This design comes from an exercise in tuning for small area, a short achievable clock period and few clock cycles per item on the open sky130 flow, not from production work.
Function was checked by simulation only, so behaviour that the tests miss may differ from the original.

==> flow/design.v (outline; a module is shown in full before it is edited, if it fits) <==
// module exp_fx_mul: 24 lines
// module exp_taylor_seq: 3876 lines
module exp_taylor_seq (
  input  logic        clk,
  input  logic        rst_n,
  input  logic        in_valid,
  output logic        in_ready,
  input  logic [31:0] in_data,
  output logic        out_valid,
  input  logic        out_ready,
  output logic [31:0] out_data
);
  // ...
==> flow/flow/run.sh <==
#!/bin/bash
set -euo pipefail
MARGIN=$(cat flow/margin.txt)
R=$PWD/orfs/results/$FLOW_PLATFORM/exp_taylor_seq/base
bash standard.sh "$R/1_2_yosys.v" > flow_synth.log 2>&1
python3 flow/polar.py "$R/1_2_yosys.v" > flow_polar.log 2>&1
bash standard.sh SETUP_SLACK_MARGIN=$MARGIN finish > flow_make.log 2>&1
==> flow/flow/margin.txt <==
7.25
==> flow/flow/polar.py <==
#!/usr/bin/env python3
"""Removes inverters around full-adder cells in a Yosys netlist (in place).

A full adder is self-dual: FA(~a, ~b, ~c) = (~sum, ~cout). Yosys maps the design with
`abc -fast` before it extracts adders, so many sky130 fa cells end up with inverters on
their inputs or outputs. This pass flips an adder (takes its inputs from the other side
of their inverters and lets its outputs carry the complement) whenever that removes more
inverters than it adds, and repeats until no flip helps. Registers are not touched.
Usage: polar.py netlist.v
"""
import re
import sys

path = sys.argv[1]
text = open(path).read()

m_first = re.search(r"^\s*sky130_fd_sc_hd__\w+\s+\S+\s*\(", text, re.M)
head = text[: m_first.start()]
body = text[m_first.start():]
end = body.rindex("endmodule")
tail = body[end:]
body = body[:end]

cell_re = re.compile(r"\s*(sky130_fd_sc_hd__\w+)\s+(\S+)\s*\((.*?)\);", re.S)
pin_re = re.compile(r"\.(\w+)\(\s*([^()]*?)\s*\)")

cells = {}
order = []
pos = 0
for m in cell_re.finditer(body):
    assert body[pos:m.start()].strip() == "", body[pos:m.start()][:200]
    pos = m.end()
    typ, name, pins = m.group(1), m.group(2), m.group(3)
    pd = {}
    for p, n in pin_re.findall(pins):
        assert "{" not in n and "," not in n, n
        pd[p] = n.strip()
    cells[name] = [typ, pd]
    order.append(name)
assert body[pos:].strip() == ""

OUTP = {"X", "Y", "Q", "Q_N", "SUM", "COUT", "HI", "LO"}
ports = set()
for m in re.finditer(r"^\s*output\s+(\[(\d+):(\d+)\]\s+)?(\w+);", head, re.M):
    if m.group(1):
        for i in range(int(m.group(3)), int(m.group(2)) + 1):
            ports.add(f"{m.group(4)}[{i}]")
    else:
        ports.add(m.group(4))

driver = {}
loads = {}
for c, (t, pd) in cells.items():
    for p, n in pd.items():
        if p in OUTP:
            driver[n] = (c, p)
        else:
            loads.setdefault(n, set()).add((c, p))


def is_inv(c):
    return c in cells and re.match(r"sky130_fd_sc_hd__(clk)?inv_\d+$", cells[c][0]) is not None


def connect(c, p, n):
    old = cells[c][1][p]
    if p in OUTP:
        if driver.get(old) == (c, p):
            del driver[old]
        driver[n] = (c, p)
    else:
        loads[old].discard((c, p))
        loads.setdefault(n, set()).add((c, p))
    cells[c][1][p] = n


def remove(c):
    for p, n in cells[c][1].items():
        if p in OUTP:
            if driver.get(n) == (c, p):
                del driver[n]
        else:
            loads[n].discard((c, p))
    del cells[c]


uid = [0]
new_nets = []


def new_net():
    uid[0] += 1
    n = f"_polar_n{uid[0]}_"
    new_nets.append(n)
    return n


def add_inv(a, y):
    uid[0] += 1
    c = f"_polar_i{uid[0]}_"
    cells[c] = ["sky130_fd_sc_hd__inv_1", {"A": a, "Y": y}]
    order.append(c)
    loads.setdefault(a, set()).add((c, "A"))
    driver[y] = (c, "Y")
    return c


def inv_of(n):
    """An existing inverter whose input is n."""
    for c, p in loads.get(n, ()):
        if is_inv(c) and p == "A":
            return c
    return None


def gain(f):
    pd = cells[f][1]
    g = 0
    need_new = set()
    ins = [pd[p] for p in ("A", "B", "CIN")]
    for n in set(ins):
        k = ins.count(n)
        d = driver.get(n)
        if d and is_inv(d[0]):
            others = [l for l in loads.get(n, ()) if l[0] != f]
            if not others and n not in ports:
                g += 1
        elif inv_of(n) is None:
            need_new.add(n)
    g -= len(need_new)
    for p in ("SUM", "COUT"):
        o = pd[p]
        inv_l = [c for c, q in loads.get(o, ()) if is_inv(c)]
        other = [l for l in loads.get(o, ()) if not is_inv(l[0])]
        g += len(inv_l)
        if other or o in ports:
            g -= 1
    return g


def flip(f):
    pd = cells[f][1]
    for p in ("A", "B", "CIN"):
        n = pd[p]
        d = driver.get(n)
        if d and is_inv(d[0]):
            inv = d[0]
            m = cells[inv][1]["A"]
            connect(f, p, m)
            if not loads.get(n) and n not in ports:
                remove(inv)
        else:
            inv = inv_of(n)
            if inv is None:
                y = new_net()
                add_inv(n, y)
                connect(f, p, y)
            else:
                connect(f, p, cells[inv][1]["Y"])
    for p in ("SUM", "COUT"):
        o = pd[p]
        inv_l = [c for c, q in list(loads.get(o, ())) if is_inv(c)]
        other = [l for l in loads.get(o, ()) if not is_inv(l[0])]
        if inv_l:
            keep = inv_l[0]
            u = cells[keep][1]["Y"]
            remove(keep)
            connect(f, p, u)
            for c in inv_l[1:]:
                uk = cells[c][1]["Y"]
                remove(c)
                for (lc, lp) in list(loads.get(uk, ())):
                    connect(lc, lp, u)
                if uk in ports:
                    raise Exception("inverter drives a port")
            if other or o in ports:
                add_inv(u, o)
        else:
            if other or o in ports:
                nn = new_net()
                connect(f, p, nn)
                add_inv(nn, o)


before = sum(1 for c in cells if is_inv(c))
total = 0
for it in range(20):
    changed = 0
    for f in list(order):
        if f in cells and cells[f][0].startswith("sky130_fd_sc_hd__fa_"):
            if gain(f) > 0:
                flip(f)
                changed += 1
    total += changed
    if not changed:
        break
# an inverter behind a lone xor2/xnor2 output: swap the gate for its complement instead
COMP = {"sky130_fd_sc_hd__xor2_1": "sky130_fd_sc_hd__xnor2_1", "sky130_fd_sc_hd__xnor2_1": "sky130_fd_sc_hd__xor2_1"}
swapped = 0
for c in list(order):
    if c not in cells or not is_inv(c):
        continue
    n = cells[c][1]["A"]
    d = driver.get(n)
    if not d or cells[d[0]][0] not in COMP or n in ports:
        continue
    if loads.get(n) != {(c, "A")}:
        continue
    g = d[0]
    y = cells[c][1]["Y"]
    remove(c)
    newpin = "Y" if d[1] == "X" else "X"
    del driver[n]
    pd = cells[g][1]
    del pd[d[1]]
    pd[newpin] = y
    driver[y] = (g, newpin)
    cells[g][0] = COMP[cells[g][0]]
    swapped += 1
print(f"polar: swapped {swapped} xor/xnor gates for their inverters")
after = sum(1 for c in cells if is_inv(c))
print(f"polar: flipped {total} adders, inverters {before} -> {after}")

used = set()
for c, (t, pd) in cells.items():
    used.update(pd.values())


def fmt(n):
    return n + " " if n.startswith("\\") else n


hl = []
for line in head.rstrip("\n").split("\n"):
    mw = re.match(r"^\s*wire\s+(\\\S+\s|\w+)\s*;\s*$", line)
    if mw and mw.group(1).strip() not in used and mw.group(1).strip() not in ports:
        continue
    hl.append(line)
out = ["\n".join(hl)]
for n in new_nets:
    if n in used:
        out.append(f"  wire {n};")
for c in order:
    if c not in cells:
        continue
    t, pd = cells[c]
    pins = ",\n".join(f"    .{p}({fmt(n)})" for p, n in pd.items())
    out.append(f"  {t} {c} (\n{pins}\n  );")
out.append(tail)
open(path, "w").write("\n".join(out))
==> flow/standard.sh <==
#!/bin/bash
# synth_recipe.tcl (not shown) runs the flow's synth.tcl, then flattens the netlist and writes it again
# the make line also repeats each setting of config.mk as NAME=value (left out here)
make -C /OpenROAD-flow-scripts/flow DESIGN_CONFIG=/design/flow/config.mk WORK_HOME=/design/flow/orfs CLKGATE_MAP_FILE= SYNTH_SCRIPT=/design/flow/synth_recipe.tcl "${@:-finish}"
==> flow/config.mk <==
export PLATFORM = sky130hd
export DESIGN_NAME = exp_taylor_seq
export DESIGN_NICKNAME = exp_taylor_seq
export VERILOG_FILES = /design/flow/design.v
export SDC_FILE = /design/flow/constraint.sdc
export NUM_CORES = 4
export LEC_CHECK = 0
export CAP_MARGIN = 20
export CORE_MARGIN = 2
export CORE_UTILIZATION = 55
export CTS_BUF_LIST = sky130_fd_sc_hd__clkbuf_8
export CTS_CLUSTER_SIZE = 20
export SLEW_MARGIN = 20
==> flow/constraint.sdc <==
create_clock -name core_clock -period 11.0 [get_ports {clk}]
set_input_delay 2.2000 -clock core_clock [delete_from_list [all_inputs] [get_ports {clk}]]
set_output_delay 2.2000 -clock core_clock [all_outputs]
set_load 0.01 [all_outputs]
==> flow_metrics.py, run 1 <==
metrics = {
    "route": {
        "drcViolationCount": 0,
        "via_per_inst": 6.34,
    },
    "logic_synthesis": {
        "syn_area_um2": 45000,
    },
    "die": {
        "fp.coreArea_um2": 80800,
        "die_w_um": 290,
        "ios": 70,
        "die_area_um2": 84100,
    },
    "cells_and_area": {
        "inv_count": 323,
        "largest_reg_flops": 48,
        "fill_cells": 6721,
        "largest_cell_class": "multi-input gates",
        "multi_input_area_share_pct": 61.8,
        "fin_area_um2": 50400,
        "multi_input_area_um2": 31100,
    },
    "worst_setup_path": {
        "startpoint": "r_two[1]$_SDFF_PN0_",
        "cp_num_buf_inv": 3,
        "setup.worst_path.end": "rlo_q$_DFF_P_",
        "required_ns": 11.63,
        "cp.depth": 13,
        "critPathSlowestCell": "fa_1",
        "r2r_setup_slack_ns": 7.17,
    },
    "global_routing": {
        "grt_antenna_before_repair": 6,
        "use_met3_pct": 7.21,
        "met1_usage_pct": 45.8,
    },
    "outcome": {
        "status": "finished clean",
    },
    "place": {
        "gp_congestion": 0.946,
        "portBuffers": 69,
        "post_dp_cell_area_um2": 46100,
    },
    "sta": {
        "tightest_slew_ns": 1.14,
        "whs_ns": 0.310,
    },
    "clock_tree": {
        "post_cts.repair.setup_buffers": 13,
    },
    "hold_path": {
        "whs_endpoint": "z1[13]$_DFF_P_",
    },
}
Testbench counts, summed over its fixed seeds: cycles 6,120, items 320.
==> run 2: changes to the inputs <==
--- a/flow/design.v
+++ b/flow/design.v
@@ -59,16 +59,17 @@
   logic [1:0]  t0, t1, t2, t3;
   logic        v0, v1, v2, v3;
   logic        d0, d1, d2, d3;
   logic        fin3;
   logic [47:0] rr0_q, rr0_d;
   logic [47:0] rr1_q, rr1_d;
   logic [15:0] rlo_s;
   logic        rlo_c, rlo_q;
+  logic [3:0]  rlo_g, rlo_p, rlo_gq, rlo_pq;
   logic [47:0] zr0_q, zr0_d;
   logic [47:0] zr1_q, zr1_d;
   logic [47:0] zr2_q, zr2_d;
   logic [1:0]  ein, eout;
   logic        ov1;
   logic [31:0] q1;
   logic [7:0]  r_one, r_two, r_neg;
   logic [15:0] z_one, z_two, z_neg, zo_d, zt_d, zn_d;
@@ -2687,17 +2688,29 @@
   assign {rc724, rs723} = {1'b0, rs559} + rs637 + rc636;
   assign {rc726, rs725} = {1'b0, rc560} + rs639 + rc638;
   assign {rc728, rs727} = {1'b0, rc562} + rs641 + rc640;
   assign {rc730, rs729} = {1'b0, rpp269} + rs643 + rc642;
   assign {rc732, rs731} = {1'b0, rpp238} + rpp270 + rc644;
   assign {rc734, rs733} = {1'b0, 1'b1} + rpp271;
   assign rr0_d = {rpp272, rs733, rs731, rs729, rs727, rs725, rs723, rs721, rs719, rs717, rs715, rs713, rs711, rs709, rs707, rs705, rs703, rs701, rs699, rs697, rs695, rs693, rs691, rs689, rs687, rs685, rs683, rs681, rs679, rs677, rs675, rs673, rs671, rs669, rs667, rs665, rs663, rs661, rs659, rs657, rs655, rs653, rs651, rs649, rs647, rs645, rpp2, r_neg[0]};
   assign rr1_d = {rc734, rc732, rc730, rc728, rc726, rc724, rc722, rc720, rc718, rc716, rc714, rc712, rc710, rc708, rc706, rc704, rc702, rc700, rc698, rc696, rc694, rc692, rc690, rc688, rc686, rc684, rc682, rc680, rc678, rc676, rc674, rc672, rc670, rc668, rc666, rc664, rc662, rc660, rc658, rc656, rc654, rc652, rc650, rc648, rc646, rpp35, 1'b0, rpp1};
-  assign {rlo_c, rlo_s} = {1'b0, rr0_d[15:0]} + rr1_d[15:0];
+  always_comb begin
+    for (int q = 0; q < 4; q++) begin
+      logic [3:0] gg, pp4;
+      gg  = rr0_d[4*q +: 4] & rr1_d[4*q +: 4];
+      pp4 = rr0_d[4*q +: 4] ^ rr1_d[4*q +: 4];
+      rlo_g[q] = gg[3] | (pp4[3] & gg[2]) | (pp4[3] & pp4[2] & gg[1]) | (pp4[3] & pp4[2] & pp4[1] & gg[0]);
+      rlo_p[q] = &pp4;
+    end
+  end
+  assign rlo_c = rlo_gq[3] | (rlo_pq[3] & rlo_gq[2]) | (rlo_pq[3] & rlo_pq[2] & rlo_gq[1])
+               | (rlo_pq[3] & rlo_pq[2] & rlo_pq[1] & rlo_gq[0]);
+  assign rlo_s = 16'd0;
+  assign rlo_q = rlo_c;
   logic bkg0, bkp0;
   assign bkg0 = (rr0_q[16] & rr1_q[16]);
   assign bkp0 = (rr0_q[16] ^ rr1_q[16]);
   logic bkg1, bkp1;
   assign bkg1 = (rr0_q[17] & rr1_q[17]);
   assign bkp1 = (rr0_q[17] ^ rr1_q[17]);
   logic bkg2, bkp2;
   assign bkg2 = (rr0_q[18] & rr1_q[18]);
@@ -3902,17 +3915,17 @@
     k0 <= free ? 5'd20 : k_dec;
     r_one <= free ? 8'h7f : rd_one;
     r_two <= free ? 8'h00 : rd_two;
     r_neg <= free ? 8'h2a : rd_neg;
     t0 <= free ? ein : t3;
     d0 <= free ? 1'b0 : (d3 | fin3);
     rr0_q[47:16] <= rr0_d[47:16];
     rr1_q[47:16] <= rr1_d[47:16];
-    rlo_q <= rlo_c;
+    rlo_gq <= rlo_g; rlo_pq <= rlo_p;
     z1 <= z0; k1 <= k0; t1 <= t0; d1 <= d0;
     y2 <= rsum[47:16];
     z_one <= zo_d; z_two <= zt_d; z_neg <= zn_d; k2 <= k1; t2 <= t1; d2 <= d1;
     zr0_q <= zr0_d;
     zr1_q <= zr1_d;
     zr2_q <= zr2_d;
     z3 <= z2dec; k3 <= k2; t3 <= t2; d3 <= d2; fin3 <= fin2;
     if (!hold_q0) out_data <= ov1 ? q1 : res;
==> flow_metrics.py, run 2 <==
metrics = {
    "hold_path": {
        "whs_endpoint": "z1[13]$_DFF_P_",
        "hold_start": "z0[13]$_DFF_P_",
        "hold_depth": 0,
        "hold_path.class": "register to register",
    },
    "route": {
        "drt-total-wl_um": 148000,
        "vias": 33500,
        "postRouteAntennaNets": 0,
        "drt-pass1-iter-count": 6,
        "drcViolationCount": 0,
        "first_iter_violations": 3457,
        "via_per_inst": 6.27,
        "avgRoutedWirePerCell_um": 27.7,
    },
    "die": {
        "initial_core_util_pct": 55.8,
        "ios": 70,
        "die_w_um": 290,
        "rows": 104,
        "die_area_um2": 84300,
        "fp.coreArea_um2": 80800,
        "fp.dieH_um": 290,
    },
    "cells_and_area": {
        "layout_commonest_cell": "a22oi_1",
        "top_register": "zr0_q",
        "layout.area.seq_um2": 11800,
        "final_cell_mix": "668 x a22oi_1, 575 x fa_1, 506 x xor2_1",
        "largest_reg_flops": 48,
        "nets": 5006,
        "layout.cells.non_filler": 5349,
        "reg.largest.list": "zr0_q (48), zr1_q (47), zr2_q (45)",
        "area_delta_synth_final_pct": 10.2,
        "multi_input_area_um2": 31000,
        "fill_cells": 6811,
        "drive_above_1_share_pct": 10.8,
    },
    "worst_setup_path": {
        "slowest_delay_ns": 0.52,
        "cp_num_buf_inv": 1,
        "r2r_end": "y2[30]$_DFF_P_",
        "reg2regPathDepth": 17,
        "path_common_cell": "fa_2",
        "critPathCaptureType": "register",
        "path_delay_family": "compound AO/OA/AOI/OAI gates",
        "critPathSlowestCell": "fa_2",
        "path_cells": "a21oi_2, nor2b_1, o21ai_1, nand2b_1, fa_2, fa_2, a21oi_2, nor2b_1, a311o_1, a211oi_4, buf_6, nand2_4, a311o_1, a21o_1, a21o_1, a31o_1, fa_2",
        "r2r_setup_slack_ns": 7.06,
        "required_ns": 11.66,
        "startpoint_type": "register",
        "crit_type": "register to register",
        "cp.arrival_ns": 4.60,
        "path_max_fanout": 2,
        "reg2reg_from": "rlo_pq[1]$_DFF_P_",
    },
    "outcome": {
        "status": "finished clean",
    },
    "place": {
        "dp_hpwl_um": 96300,
        "dp.cells": 5132,
        "portBuffers": 69,
        "gp_congestion": 0.881,
    },
    "sta": {
        "hold_viol": 0,
        "period_needed_ns": 3.94,
        "final.setup.tns_ns": 0,
        "finClkSkew_ns": 0.0333,
        "setup_viol": 0,
        "finalMaxSlewViolations": 0,
        "tightest_slew_ns": 1.23,
        "fmax_mhz": 254,
        "rsz0062_at_grt": "yes",
        "whs_ns": 0.316,
        "min_period_over_period_pct": 35.8,
        "slew_headroom_pct": 17.0,
    },
    "run": {
        "cap_violations": 0,
    },
    "logic_synthesis": {
        "syn_inst": 4335,
        "yosys_warnings": 1,
        "synth_area_per_cell_um2": 10.4,
        "syn_area_um2": 45100,
        "syn_nets": 5135,
    },
    "clock_tree": {
        "clock_sinks": 547,
        "clk_latency_ns": 0.74,
        "h-tree-depth": 3,
        "clock_path_buffers": 3,
        "root_buffer": "clkbuf_8",
        "postCtsHoldBufs": 0,
        "clk_pin_slew_ns": 0.06,
        "cts_made_buffers": 94,
        "cts_tree": "yes",
    },
    "global_routing": {
        "grt_start_max_net_pins": 60,
        "grt_pass1_wl_um": 225000,
        "grt_antenna_before_repair": 5,
        "grt_pass1_vias": 35100,
        "grt_usage_pct": 35.4,
        "gr-total-overflow": 0,
    },
}
## run 2: what timing repair did
action	CTS	global route
gates resized for setup	177	97
cloned	3	0
pin swaps	14	23
setup buffers	10	25
setup endpoints to repair	132	93
## run 2: worst reg2reg max path: cells and delay by family, from the launching register on
family                     cells  cell delay, ns
buffers and inverters          1            0.17
and+or+nand+nor                4            0.33
AOI/OAI and AO/OA              9            1.80
DFF                            1            0.32
adders and majority gates      3            1.26
## run 2: worst max-delay path by stage
stage | start | end | slack (ns) | cells after the start
floorplan | z_neg[2]$_DFF_P_ | zr0_q[36]$_DFF_P_ | 7.25 | 10
global placement | rlo_gq[0]$_DFF_P_ | y2[31]$_DFF_P_ | 6.51 | 17
detailed placement | rlo_gq[0]$_DFF_P_ | y2[31]$_DFF_P_ | 6.50 | 17
CTS | rlo_pq[1]$_DFF_P_ | y2[30]$_DFF_P_ | 6.98 | 17
global route | rlo_pq[1]$_DFF_P_ | y2[31]$_DFF_P_ | 6.88 | 18
finish | rlo_pq[1]$_DFF_P_ | y2[30]$_DFF_P_ | 7.06 | 17
## run 2: routing by layer
metal | up-vias | track usage (%) | wire [um]
met5 | - | 0 | 21
met4 | 4 | 17.7 | 7900
met3 | 445 | 7.75 | 13600
met2 | 1815 | 56.5 | 69100
met1 | 16900 | 45.5 | 57600
li1 | 14400 | - | -
## run 2: layout make-up
type                       count  share of cell area, %
multi-input combinational   3031                   62.4
inverter                     319                   2.42
sequential                   547                   23.7
tap                         1060                   2.67
clock buffer                 110                   3.05
timing repair buffer         213                   4.57
clock inverter                65                   1.12
antenna                        4                 0.0201
## run 2: through the flow
step,setup WS (ns),instance area [um2],util [%]
after detailed placement,6.50,46300,57.3
after CTS,6.98,49100,60.7
after global placement,6.51,46300,57.3
final,7.06,49700,61.5
after floorplan,7.25,45100,-
after global routing,6.88,49700,61.5
Testbench counts of run 2, summed over its fixed seeds: cycles 6,120, items 320.

## port drivers added, routing unchanged
The flow's constraints put no driver on any port. The routed layouts listed below were extracted and timed again, unchanged, in two steps.
Step 1 assumes that a clkbuf_16 drives the clock port and a buf_2 every other input.
Step 2 moves the port delays by t, midway between the first and last clock arrival at a register: inputs arrive t later, outputs are due t later. That takes back most of the time a late clock gives input paths.
a / b / c = no drivers / after step 1 / after step 2; a / b = the first two.
| run | shift t [ns] | setup slack, ns | worst setup path after step 2 | pins driven straight from the clock port |
|---|---|---|---|---|
| run 1 | 0.788 | 7.171 / 7.171 / 7.171 | register to register | 1 |
| run 2 | 0.792 | 7.060 / 7.060 / 7.060 | register to register | 1 |
After both steps every run listed still meets setup and hold.
